Context: an optimization exercise on an open-source flow, tuned for small area, a short achievable clock period and few clock cycles. The choices shown serve that exercise and are no tape-out recipe. RTL that was checked went through simulation tests only; none was proved equivalent to the original.

// conv_rescaler
module conv_rescaler #(
    parameter int NB_PIXEL = 19,
    parameter int NB_COUNT = 32,
    parameter int NB_OUT   = 8,
    parameter int NB_FRAC  = 16
) (
    input  logic                clock,
    input  logic                reset,
    input  logic                i_extremesValid,
    input  logic [NB_PIXEL-1:0] i_maxValue,
    input  logic [NB_PIXEL-1:0] i_minValue,
    input  logic [NB_COUNT-1:0] i_imageSize,
    input  logic                i_valid,
    input  logic [NB_PIXEL-1:0] i_convValue,
    output logic                o_ready,
    output logic [NB_OUT-1:0]   o_pixel,
    output logic                o_valid,
    output logic                o_endSignal
);
    localparam int NB_R     = NB_PIXEL;
    localparam int NB_SCALE = NB_OUT + NB_FRAC;           
    localparam int ND       = (NB_R + 2) / 2;             
    localparam int LC       = 10;                         
    localparam logic [NB_SCALE-1:0] DIVIDEND = {{NB_OUT{1'b1}}, {NB_FRAC{1'b0}}};
  ...
clock: 9.0 ns
lec_check: 0
abc_clock_period_in_ps: 3500
cap_margin: 20
core_margin: 2
core_utilization: 40
slew_margin: 20
standard.sh (not shown) runs the stock make flow with config.mk's settings and CLKGATE_MAP_FILE= SYNTH_SCRIPT=/design/flow/synth_recipe.tcl, a recipe that flattens the netlist after the stock synthesis.
==> flow/flow/run.sh <==
#!/bin/bash
# Standard layout, with the port buffers made from the smallest plain buffer, a clock tree
# of clkbuf_8 buffers without dummy loads, and timing repair aiming for 5.8 ns of setup slack
# (a 3.2 ns period) at the design's 9 ns clock.
set -euo pipefail
export BUFFER_PORTS_ARGS="-buffer_cell sky130_fd_sc_hd__buf_1"
export CTS_ARGS="-sink_clustering_enable -repair_clock_nets -dont_use_dummy_load -buf_list {sky130_fd_sc_hd__clkbuf_8}"
export SETUP_SLACK_MARGIN=5.8
bash standard.sh > standard_flow.log 2>&1
The baseline passed the timing, design-rule and antenna checks.
Testbench counts at the start, summed over its fixed seeds: cycles 20,300.
==> next run, changes <==
--- a/flow/design.v
+++ b/flow/design.v
@@ -49,15 +49,15 @@
     logic [NB_R-1:0]      rem_init;
     logic [NB_SCALE:0]    ra, rb, rc;
     logic [LC-1:0]        lo_s, lo_c;
     logic                 lo_co;
     logic [NB_SCALE-LC-1:0] hi_s, hi_c, hi_sum;
     logic [NB_COUNT-1:0]  count_dec;
     logic [NB_R:0]        dsum;
-    logic                 dsub_c, gt, lt;
+    logic                 dsub_c, gt, lt, lt_co;
     assign idle     = !busy_q;
     assign accept   = i_valid && run_q;
     assign last_acc = accept && (count_q == NB_COUNT'(1));
     assign start    = idle && i_extremesValid;
     assign lone_end = start && (i_imageSize == '0);
     cr_adds #(NB_PIXEL + 1) u_delta (
         .a(c_q), .b(~{min_q[NB_PIXEL-1], min_q}), .ci(1'b1),
@@ -65,16 +65,17 @@
     assign d_neg   = lt_q;
     assign span_ok = !rneg_q && (range_q != '0);
     cr_cmp #(NB_PIXEL) u_gt (
         .a({~i_convValue[NB_PIXEL-1], i_convValue[NB_PIXEL-2:0]}),
         .b(~{~max_q[NB_PIXEL-1], max_q[NB_PIXEL-2:0]}), .ci(1'b0), .co(gt));
     assign d_big = gt_q;
     cr_cmp #(NB_PIXEL) u_lt (
-        .a({~min_q[NB_PIXEL-1], min_q[NB_PIXEL-2:0]}),
-        .b(~{~i_convValue[NB_PIXEL-1], i_convValue[NB_PIXEL-2:0]}), .ci(1'b0), .co(lt));
+        .a({~i_convValue[NB_PIXEL-1], i_convValue[NB_PIXEL-2:0]}),
+        .b(~{~min_q[NB_PIXEL-1], min_q[NB_PIXEL-2:0]}), .ci(1'b1), .co(lt_co));
+    assign lt = !lt_co;
     always_comb begin
         d_clamp = delta[NB_R-1:0];
         if (d_neg)
             d_clamp = '0;
         else if (d_big)
             d_clamp = range_q;
     end
@@ -110,15 +111,15 @@
     cr_cmp #(LC) u_lo (.a(lo_s), .b({lo_c[LC-2:0], 1'b0}), .ci(1'b0), .co(lo_co));
     assign hi_s = psa_q ^ psb_q ^ psc_q;
     assign hi_c = (psa_q & psb_q) | (psa_q & psc_q) | (psb_q & psc_q);
     cr_adds #(NB_SCALE - LC) u_hi (.a(hi_s), .b({hi_c[NB_SCALE-LC-2:0], pc1_q}), .ci(pc2_q), .s(hi_sum), .co());
     assign init_d = start && !lone_end;
     assign prep_d = init_q;
     assign div_d  = (prep_q && span_ok) || (div_q && !scale_q[NB_SCALE-1]);
-    assign run_d  = (prep_q && !span_ok) || (div_q && !scale_q[NB_SCALE-1] && scale_q[NB_SCALE-2]) || (run_q && !last_acc);
+    assign run_d  = (prep_q && !span_ok) || (div_q && scale_q[NB_SCALE-1]) || (run_q && !last_acc);
     always_ff @(posedge clock or negedge reset) begin
         if (!reset) begin
             busy_q <= 1'b0;
             init_q <= 1'b0;
             prep_q <= 1'b0;
             div_q  <= 1'b0;
             run_q  <= 1'b0;
@@ -147,15 +148,15 @@
         end
     end
     always_ff @(posedge clock) begin
         if (idle)
             c_q <= {i_maxValue[NB_PIXEL-1], i_maxValue};
         else if (prep_q)
             c_q <= {rem_init, (lead[NB_R-1:NB_OUT] == '0)};
-        else if (div_q && !scale_q[NB_SCALE-1])
+        else if (div_q)
             c_q <= {rem_next, dbit_next};
         else
             c_q <= {i_convValue[NB_PIXEL-1], i_convValue};
         if (idle) begin
             min_q   <= i_minValue;
             max_q   <= i_maxValue;
             count_q <= i_imageSize;
Result: The new run finished with timing, DRC and antenna clean; count of clock-buffer cells in the layout rises by 1; non-clock buffer count goes down by 7; cell count increases by 0.52%; sequential cell count stays the same; core utilization is about the same; worst setup slack is worse by 110 ps; hold slack gets better by 6.7 ps; global-route usage came out lower by 0.62 points.
Only the layout flow was run in the second run of this note; the RTL was not checked for function there.

Another version of the RTL of conv_rescaler (not shown whole).
Size in the first run: roughly 2000 cells after synthesis, roughly 220 flip-flops, roughly 100 I/O pins.
==> module conv_rescaler, before the edit <==
module conv_rescaler #(
    parameter int NB_PIXEL = 19,
    parameter int NB_COUNT = 32,
    parameter int NB_OUT   = 8,
    parameter int NB_FRAC  = 16
) (
    input  logic                clock,
    input  logic                reset,
    input  logic                i_extremesValid,
    input  logic [NB_PIXEL-1:0] i_maxValue,
    input  logic [NB_PIXEL-1:0] i_minValue,
    input  logic [NB_COUNT-1:0] i_imageSize,
    input  logic                i_valid,
    input  logic [NB_PIXEL-1:0] i_convValue,
    output logic                o_ready,
    output logic [NB_OUT-1:0]   o_pixel,
    output logic                o_valid,
    output logic                o_endSignal
);
    localparam int NB_R     = NB_PIXEL;
    localparam int NB_SCALE = NB_OUT + NB_FRAC;           
    localparam int LC       = 10;                         
    localparam logic [NB_SCALE-1:0] DIVIDEND = {{NB_OUT{1'b1}}, {NB_FRAC{1'b0}}};
    logic                 busy_q, init_q, prep_q, div_q, run_q;
    logic                 init_d, prep_d, div_d, run_d;
    logic                 v0_q, l0_q, v1_q, l1_q, v2_q, l2_q, v3_q, e3_q;
    logic [NB_PIXEL:0]    c_q;        
    logic [NB_PIXEL-1:0]  min_q, max_q;
    logic                 gt_q;       
    logic [NB_R-1:0]      range_q;
    logic [NB_COUNT-1:0]  count_q;    
    logic [NB_SCALE-1:0]  scale_q;
    logic [NB_R-1:0]      d_q;        
    logic [NB_SCALE-1:LC] psa_q, psb_q, psc_q;
    logic                 pc1_q, pc2_q;
    logic [NB_OUT-1:0]    pixel_q;
    logic idle, accept, last_acc, lone_end, start;
    logic [NB_PIXEL:0]    delta;      
    logic                 d_neg, d_big, span_ok;   
    logic [NB_R-1:0]      d_clamp;
    logic [NB_R-1:0]      rem_next;
    logic                 q_bit, dbit_next;
    logic [NB_R-1:0]      lead;       
    logic [NB_R-1:0]      rem_init;
    logic [NB_SCALE-1:0]  ra, rb, rc;
    logic [LC-1:0]        lo_s, lo_c;
    logic                 lo_co;
    logic [NB_SCALE-LC-1:0] hi_s, hi_c, hi_sum;
    logic [NB_COUNT-1:0]  count_dec;
    logic [NB_R:0]        dsum;
    logic                 dsub_c, gt;
    assign idle     = !busy_q;
    assign accept   = i_valid && run_q;
    assign last_acc = accept && (count_q == NB_COUNT'(1));
    assign start    = idle && i_extremesValid;
    assign lone_end = start && (i_imageSize == '0);
    cr_add #(NB_PIXEL + 1) u_delta (
        .a(c_q), .b(~{min_q[NB_PIXEL-1], min_q}), .ci(1'b1),
        .s(delta), .co());
    assign d_neg   = delta[NB_PIXEL];
    assign span_ok = (range_q != '0);
    cr_add #(NB_PIXEL) u_gt (
        .a({~i_convValue[NB_PIXEL-1], i_convValue[NB_PIXEL-2:0]}),
        .b(~{~max_q[NB_PIXEL-1], max_q[NB_PIXEL-2:0]}), .ci(1'b0), .s(), .co(gt));
    assign d_big = gt_q;
    always_comb begin
        d_clamp = delta[NB_R-1:0];
        if (d_neg)
            d_clamp = '0;
        else if (d_big)
            d_clamp = range_q;
    end
    always_comb begin
        for (int i = 0; i < NB_R; i++) begin
            lead[i] = range_q[i];
            for (int j = i + 1; j < NB_R; j++)
                if (range_q[j]) lead[i] = 1'b0;
        end
        for (int i = 0; i < NB_R; i++) begin
            rem_init[i] = 1'b0;
            for (int j = i + 1; j <= i + NB_OUT && j < NB_R; j++)
                rem_init[i] = rem_init[i] | lead[j];
        end
    end
    cr_add #(NB_R + 1) u_div (.a(c_q), .b(~{1'b0, range_q}), .ci(1'b1), .s(dsum), .co(dsub_c));
    assign q_bit     = dsub_c;
    assign rem_next  = q_bit ? dsum[NB_R-1:0] : c_q[NB_R-1:0];
    assign dbit_next = (scale_q[NB_SCALE-2:NB_OUT-1] == '0);
    cr_add #(NB_COUNT) u_cnt (.a(count_q), .b('1), .ci(1'b0), .s(count_dec), .co());
    cr_mul u_mul (.a(scale_q), .b(d_q), .ra(ra), .rb(rb), .rc(rc));
    assign lo_s = ra[LC-1:0] ^ rb[LC-1:0] ^ rc[LC-1:0];
    assign lo_c = (ra[LC-1:0] & rb[LC-1:0]) | (ra[LC-1:0] & rc[LC-1:0]) | (rb[LC-1:0] & rc[LC-1:0]);
    cr_add #(LC) u_lo (.a(lo_s), .b({lo_c[LC-2:0], 1'b0}), .ci(1'b0), .s(), .co(lo_co));
    assign hi_s = psa_q ^ psb_q ^ psc_q;
    assign hi_c = (psa_q & psb_q) | (psa_q & psc_q) | (psb_q & psc_q);
    cr_add #(NB_SCALE - LC) u_hi (.a(hi_s), .b({hi_c[NB_SCALE-LC-2:0], pc1_q}), .ci(pc2_q), .s(hi_sum), .co());
    assign init_d = start && !lone_end;
    assign prep_d = init_q;
    assign div_d  = (prep_q && span_ok) || (div_q && !scale_q[NB_SCALE-1]);
    assign run_d  = (prep_q && !span_ok) || (div_q && scale_q[NB_SCALE-1]) || (run_q && !last_acc);
    always_ff @(posedge clock or negedge reset) begin
        if (!reset) begin
            busy_q <= 1'b0;
            init_q <= 1'b0;
            prep_q <= 1'b0;
            div_q  <= 1'b0;
            run_q  <= 1'b0;
            v0_q   <= 1'b0;
            l0_q   <= 1'b0;
            v1_q   <= 1'b0;
            l1_q   <= 1'b0;
            v2_q   <= 1'b0;
            l2_q   <= 1'b0;
            v3_q   <= 1'b0;
            e3_q   <= 1'b0;
        end else begin
            busy_q <= init_d || prep_d || div_d || run_d;
            init_q <= init_d;
            prep_q <= prep_d;
            div_q  <= div_d;
            run_q  <= run_d;
            v0_q   <= accept;
            l0_q   <= last_acc;
            v1_q   <= v0_q;
            l1_q   <= l0_q;
            v2_q   <= v1_q;
            l2_q   <= v1_q && l1_q;
            v3_q   <= v2_q;
            e3_q   <= l2_q || lone_end;
        end
    end
    always_ff @(posedge clock) begin
        if (idle)
            c_q <= {i_maxValue[NB_PIXEL-1], i_maxValue};
        else if (prep_q)
            c_q <= {rem_init, (lead[NB_R-1:NB_OUT] == '0)};
        else if (div_q)
            c_q <= {rem_next, dbit_next};
        else
            c_q <= {i_convValue[NB_PIXEL-1], i_convValue};
        if (idle) begin
            min_q   <= i_minValue;
            max_q   <= i_maxValue;
            count_q <= i_imageSize;
        end else if (accept) begin
            count_q <= count_dec;
        end
        if (init_q)
            range_q <= d_neg ? '0 : delta[NB_R-1:0];    
        if (prep_q)
            scale_q <= NB_SCALE'(lead);            
        else if (div_q)
            scale_q <= {scale_q[NB_SCALE-2:0], q_bit};
        d_q <= d_clamp;
        gt_q <= gt;
        psa_q   <= ra[NB_SCALE-1:LC];
        psb_q   <= rb[NB_SCALE-1:LC];
        psc_q   <= rc[NB_SCALE-1:LC];
        pc1_q   <= lo_c[LC-1];
        pc2_q   <= lo_co;
        pixel_q <= hi_sum[NB_SCALE-LC-1:NB_FRAC-LC];
    end
    assign o_ready     = run_q;
    assign o_pixel     = pixel_q;
    assign o_valid     = v3_q;
    assign o_endSignal = e3_q;
endmodule
export LEC_CHECK = 0
export ABC_CLOCK_PERIOD_IN_PS = 3500
export CAP_MARGIN = 20
export CORE_MARGIN = 2
export CORE_UTILIZATION = 40
export SLEW_MARGIN = 20
create_clock -name core_clock -period 9.0 [get_ports {clock}]
==> flow/flow/run.sh <==
#!/bin/bash
# Standard layout, with the port buffers made from the smallest plain buffer, a clock tree
# of clkbuf_8 buffers without dummy loads, and timing repair aiming 3.5 ns below the clock period.
set -euo pipefail
export BUFFER_PORTS_ARGS="-buffer_cell sky130_fd_sc_hd__buf_1"
export CTS_ARGS="-sink_clustering_enable -repair_clock_nets -dont_use_dummy_load -buf_list {sky130_fd_sc_hd__clkbuf_8}"
export SETUP_SLACK_MARGIN=5.5
bash standard.sh > standard_flow.log 2>&1
Edit:
--- a/flow/design.v
+++ b/flow/design.v
@@ -24,10 +24,9 @@
     logic                 busy_q, init_q, prep_q, div_q, run_q;
     logic                 init_d, prep_d, div_d, run_d;
     logic                 v0_q, l0_q, v1_q, l1_q, v2_q, l2_q, v3_q, e3_q;
     logic [NB_PIXEL:0]    c_q;        
-    logic [NB_PIXEL-1:0]  min_q, max_q;
-    logic                 gt_q;       
+    logic [NB_PIXEL-1:0]  min_q;
     logic [NB_R-1:0]      range_q;
     logic [NB_COUNT-1:0]  count_q;    
     logic [NB_SCALE-1:0]  scale_q;
     logic [NB_R-1:0]      d_q;        
@@ -46,10 +45,9 @@
     logic [LC-1:0]        lo_s, lo_c;
     logic                 lo_co;
     logic [NB_SCALE-LC-1:0] hi_s, hi_c, hi_sum;
     logic [NB_COUNT-1:0]  count_dec;
-    logic [NB_R:0]        dsum;
-    logic                 dsub_c, gt;
+    logic [NB_PIXEL+1:0]  be_c, be_m, be_r, bcs_s, bcs_c, bsum;
     assign idle     = !busy_q;
     assign accept   = i_valid && run_q;
     assign last_acc = accept && (count_q == NB_COUNT'(1));
     assign start    = idle && i_extremesValid;
@@ -58,12 +56,15 @@
         .a(c_q), .b(~{min_q[NB_PIXEL-1], min_q}), .ci(1'b1),
         .s(delta), .co());
     assign d_neg   = delta[NB_PIXEL];
     assign span_ok = (range_q != '0);
-    cr_add #(NB_PIXEL) u_gt (
-        .a({~i_convValue[NB_PIXEL-1], i_convValue[NB_PIXEL-2:0]}),
-        .b(~{~max_q[NB_PIXEL-1], max_q[NB_PIXEL-2:0]}), .ci(1'b0), .s(), .co(gt));
-    assign d_big = gt_q;
+    assign be_c  = {c_q[NB_PIXEL] && !div_q, c_q};
+    assign be_m  = div_q ? '0 : ~{{2{min_q[NB_PIXEL-1]}}, min_q};
+    assign be_r  = ~{2'b00, range_q};
+    assign bcs_s = be_c ^ be_m ^ be_r;
+    assign bcs_c = (be_c & be_m) | (be_c & be_r) | (be_m & be_r);
+    cr_add #(NB_PIXEL + 2) u_big (.a(bcs_s), .b({bcs_c[NB_PIXEL:0], 1'b0}), .ci(1'b1), .s(bsum), .co());
+    assign d_big = !bsum[NB_PIXEL+1];
     always_comb begin
         d_clamp = delta[NB_R-1:0];
         if (d_neg)
             d_clamp = '0;
@@ -81,11 +82,10 @@
             for (int j = i + 1; j <= i + NB_OUT && j < NB_R; j++)
                 rem_init[i] = rem_init[i] | lead[j];
         end
     end
-    cr_add #(NB_R + 1) u_div (.a(c_q), .b(~{1'b0, range_q}), .ci(1'b1), .s(dsum), .co(dsub_c));
-    assign q_bit     = dsub_c;
-    assign rem_next  = q_bit ? dsum[NB_R-1:0] : c_q[NB_R-1:0];
+    assign q_bit     = !bsum[NB_PIXEL+1];
+    assign rem_next  = q_bit ? bsum[NB_R-1:0] : c_q[NB_R-1:0];
     assign dbit_next = (scale_q[NB_SCALE-2:NB_OUT-1] == '0);
     cr_add #(NB_COUNT) u_cnt (.a(count_q), .b('1), .ci(1'b0), .s(count_dec), .co());
     cr_mul u_mul (.a(scale_q), .b(d_q), .ra(ra), .rb(rb), .rc(rc));
     assign lo_s = ra[LC-1:0] ^ rb[LC-1:0] ^ rc[LC-1:0];
@@ -139,9 +139,8 @@
         else
             c_q <= {i_convValue[NB_PIXEL-1], i_convValue};
         if (idle) begin
             min_q   <= i_minValue;
-            max_q   <= i_maxValue;
             count_q <= i_imageSize;
         end else if (accept) begin
             count_q <= count_dec;
         end
@@ -151,9 +150,8 @@
             scale_q <= NB_SCALE'(lead);            
         else if (div_q)
             scale_q <= {scale_q[NB_SCALE-2:0], q_bit};
         d_q <= d_clamp;
-        gt_q <= gt;
         psa_q   <= ra[NB_SCALE-1:LC];
         psb_q   <= rb[NB_SCALE-1:LC];
         psc_q   <= rc[NB_SCALE-1:LC];
         pc1_q   <= lo_c[LC-1];
Result: Final area came out lower by 3.1%; worst hold slack improved by 8.7 ps; register-to-register slack got worse by 30 ps; critical path depth came out lower by 1; routed wire length came out lower by 1.1%; final cell count came out lower by 4.3%; worst setup slack got worse by 34 ps; clock skew came out lower by 38 ps; via count came out lower by 3.0%; die area came out lower by 3.8%; global-route usage stays flat.
Function was not checked in any run of this note: the RTL went through the layout flow alone.

==> afterwards: timing with drivers on the ports <==
The results above use ideal ports. As a check the final layouts listed here were re-extracted and re-timed, cells and wires unchanged.
Step 1 assumes that a clkbuf_16 drives the clock port and a buf_2 every other input.
Step 2 also shifts input and output timing later by t, the mid clock arrival at the registers, as if the neighbouring blocks saw the same clock.
Three values: ideal ports, drivers, drivers and shift; two values: the first two.
| run | t (ns) | slack for setup (ns) | worst setup path after step 2 | latest minus earliest clock arrival (ns) | worst data-port slew with drivers (ns) |
|---|---|---|---|---|---|
| the first run of note 1 | 0.619 | 5.753 / 5.753 / 5.264 | input to register | 0.095 / 0.094 | 0.05 |
| the second run of note 1 | 0.625 | 5.642 / 5.642 / 5.258 | input to register | 0.083 / 0.082 | 0.05 |
| the first run of note 2 | 0.650 | 5.321 / 5.321 / 5.023 | input to register | 0.089 / 0.090 | 0.05 |
| the second run of note 2 | 0.551 | 5.287 / 5.287 / 5.287 | register to register | 0.054 / 0.054 | 0.07 |
After both steps every run listed still meets setup and hold. For the first run of note 1, which loses most, drivers alone change the setup slack by 0.000 ns; drivers and shift together by -0.489 ns.
